From an optimization exercise on the open Yosys and OpenROAD flow, aimed at small area, a short achievable clock period and few clock cycles per item; shortcuts taken in it are not production practice.
Where RTL was checked, it was by simulation tests only, not by an equivalence proof against the original.

==> inputs of job 1799 <==
==> flow/design.v (excerpt) <==
module yuv2rgb_top
(
	input logic CLOCK_50_I,
	input logic resetn,
	input logic in_valid,
	output logic in_ready,
	input logic [7:0] y,
	input logic [7:0] u,
	input logic [7:0] v,
	output logic out_valid,
	input logic out_ready,
	output logic [7:0] r,
	output logic [7:0] g,
	output logic [7:0] b
);
clock: 8.0 ns
lec_check: 0
cap_margin: 20
core_margin: 2
core_utilization: 40
setup_slack_margin: 4.3
slew_margin: 20
synth_hierarchical: 1
standard.sh (not shown) runs the stock make flow with config.mk's settings and CLKGATE_MAP_FILE= SYNTH_SCRIPT=/design/flow/synth_recipe.tcl, a recipe that flattens the netlist after the stock synthesis.
==> flow/flow/run.sh <==
#!/bin/bash
# The standard layout (standard.sh: ORFS synthesis to final layout), with one
# change: the buffers that buffer_ports puts on every input and output port are
# plain sky130_fd_sc_hd__buf_1 cells instead of the default (a slow delay
# buffer).  Every port still gets its own buffer; the resizer may resize them.
set -euo pipefail
bash standard.sh "BUFFER_PORTS_ARGS=-buffer_cell sky130_fd_sc_hd__buf_1" finish > flow_standard.log 2>&1
==> inputs of job 3406, as changes to job 1799 <==
--- a/flow/design.v
+++ b/flow/design.v
@@ -11,27 +11,28 @@
 	input logic [7:0] u,
 	input logic [7:0] v,
 	output logic out_valid,
 	input logic out_ready,
 	output logic [7:0] r,
 	output logic [7:0] g,
 	output logic [7:0] b
 );
-	logic a_valid, b_ready;
+	logic a_valid, b_ready, a_rdy;
 	logic [7:0] ua, va;
 	logic [9:0] r_w, rq_w, r_v;
 	logic [9:0] g_w, gq_w, g_v;
 	logic [9:0] b_w, bq_w, b_v;
 	logic b_in;
 	assign b_ready = !out_valid || out_ready;
-	assign in_ready = !a_valid || b_ready;
+	assign a_rdy = !a_valid || b_ready;
+	ready_gate rdy_g (.a_valid(a_valid), .out_valid(out_valid), .out_ready(out_ready), .in_ready(in_ready));
 	always_ff @(posedge CLOCK_50_I or negedge resetn)
 		if (!resetn) a_valid <= 1'b0;
-		else if (in_ready) a_valid <= in_valid;
+		else if (a_rdy) a_valid <= in_valid;
 	logic [22:0] yp, ypa;
 	logic p1;
 	assign p1 = y[2] ^ y[0];
 	logic p2;
 	assign p2 = y[2] | y[0];
 	logic p3;
 	logic p4;
 	csa_fa pfa1 (.a(y[3]), .b(y[1]), .c(p2), .s(p3), .co(p4));
@@ -343,17 +344,17 @@
 	logic p164;
 	pfx_a21oi pg140 (.a(p162), .b(p163), .c(p161), .y(p164));
 	logic p165;
 	pfx_nand2b pg141 (.a(p162), .b(p147), .y(p165));
 	logic p166;
 	pfx_o21ai pg142 (.a(p165), .b(p132), .c(p164), .y(p166));
 	assign yp = {p160, p153, p149, p144, p140, p135, p133, p125, p118, p111, p107, p103, p100, p97, p94, p90, p86, p82, p80, p77, p74, p72, y[0]};
 	always_ff @(posedge CLOCK_50_I)
-		if (in_valid && in_ready) begin
+		if (in_valid && a_rdy) begin
 			ypa <= yp; ua <= u; va <= v;
 		end
 	logic n1;
 	logic n2;
 	csa_fa nfa1 (.a(ypa[0]), .b(va[2]), .c(va[1]), .s(n1), .co(n2));
 	logic n3;
 	logic n4;
 	csa_fa nfa2 (.a(ypa[1]), .b(va[3]), .c(va[2]), .s(n3), .co(n4));
@@ -1797,16 +1798,19 @@
 	assign b_v = bq_w ^ 10'b0000000000;
 	assign b_in = (b_v[9] == b_v[8]) && (b_v[8] == b_v[7]);
 	assign b = b_in ? {~b_v[7], b_v[6:0]} : b_v[9] ? 8'd0 : 8'd255;
 endmodule
 module csa_fa (input logic a, input logic b, input logic c, output logic s, output logic co);
 	assign s = a ^ b ^ c;
 	assign co = (a & b) | (a & c) | (b & c);
 endmodule
+module ready_gate (input logic a_valid, input logic out_valid, input logic out_ready, output logic in_ready);
+	assign in_ready = !a_valid || !out_valid || out_ready;
+endmodule
 module csa_maj (input logic a, input logic b, input logic c, output logic y);
 	assign y = (a & b) | (a & c) | (b & c);
 endmodule
 module pfx_and2 (input logic a, input logic b, output logic y);
 	assign y = a & b;
 endmodule
 module pfx_inv (input logic a, output logic y);
 	assign y = ~a;
==> flow/config.mk (replaced) <==
export PLATFORM = sky130hd
export DESIGN_NAME = yuv2rgb_top
export DESIGN_NICKNAME = yuv2rgb_top
export VERILOG_FILES = /design/flow/design.v
export SDC_FILE = /design/flow/constraint.sdc
export NUM_CORES = 4
export LEC_CHECK = 0
export CAP_MARGIN = 20
export CORE_MARGIN = 2
export CORE_UTILIZATION = 40
export SETUP_SLACK_MARGIN = 4.4
export SLEW_MARGIN = 20
export SYNTH_HIERARCHICAL = 1
==> flow_summary.yaml <==
cells_and_area:
  nMultiInputCombCells: 734
synth:
  syn_avg_cell_area_um2: 9.97
die:
  fp.dieH_um: 156
status:
  outcome: "timing/DRC/antenna clean"
[end of results for job 3406]
==> flow_summary.yaml <==
die:
  fp.dieH_um: 156
  dieArea_um2: 24400
synth:
  synth_mux_area_share_pct: 0
  syn_avg_cell_area_um2: 9.97
cells_and_area:
  nMultiInputCombCells: 733
status:
  outcome: "timing/DRC/antenna clean"
[end of results for job 1799]
Testbench counts of job 1799, summed over its fixed seeds: cycles 32,016, pixels 32,000.
The RTL of job 3406 was laid out without a check of its function.

==> separate check: timing with driven ports <==
In the flow no input, the clock included, has a driving cell. The finished layouts below were timed again as built, in two steps. Step 1: set_driving_cell puts a clkbuf_16 on CLOCK_50_I and a buf_2 on each other input, an assumption about the parent block. Step 2, shift: input delay + t, output delay - t, t = (earliest + latest rising clock arrival at the registers) / 2. This alone moves slack from input paths to output paths. a / b / c = no drivers / after step 1 / after step 2; a / b = the first two.
run | t, ns | setup slack, ns | worst data-port slew with drivers (ns)
job 1799 | 0.384 | 4.370 / 4.367 / 3.984 | 0.06
job 3406 | 0.391 | 4.387 / 4.390 / 4.014 | 0.06
After both steps setup and hold are still met in every run listed. The setup slack of job 1799, which loses most, moves by -0.003 ns with the drivers and by -0.386 ns with both steps.
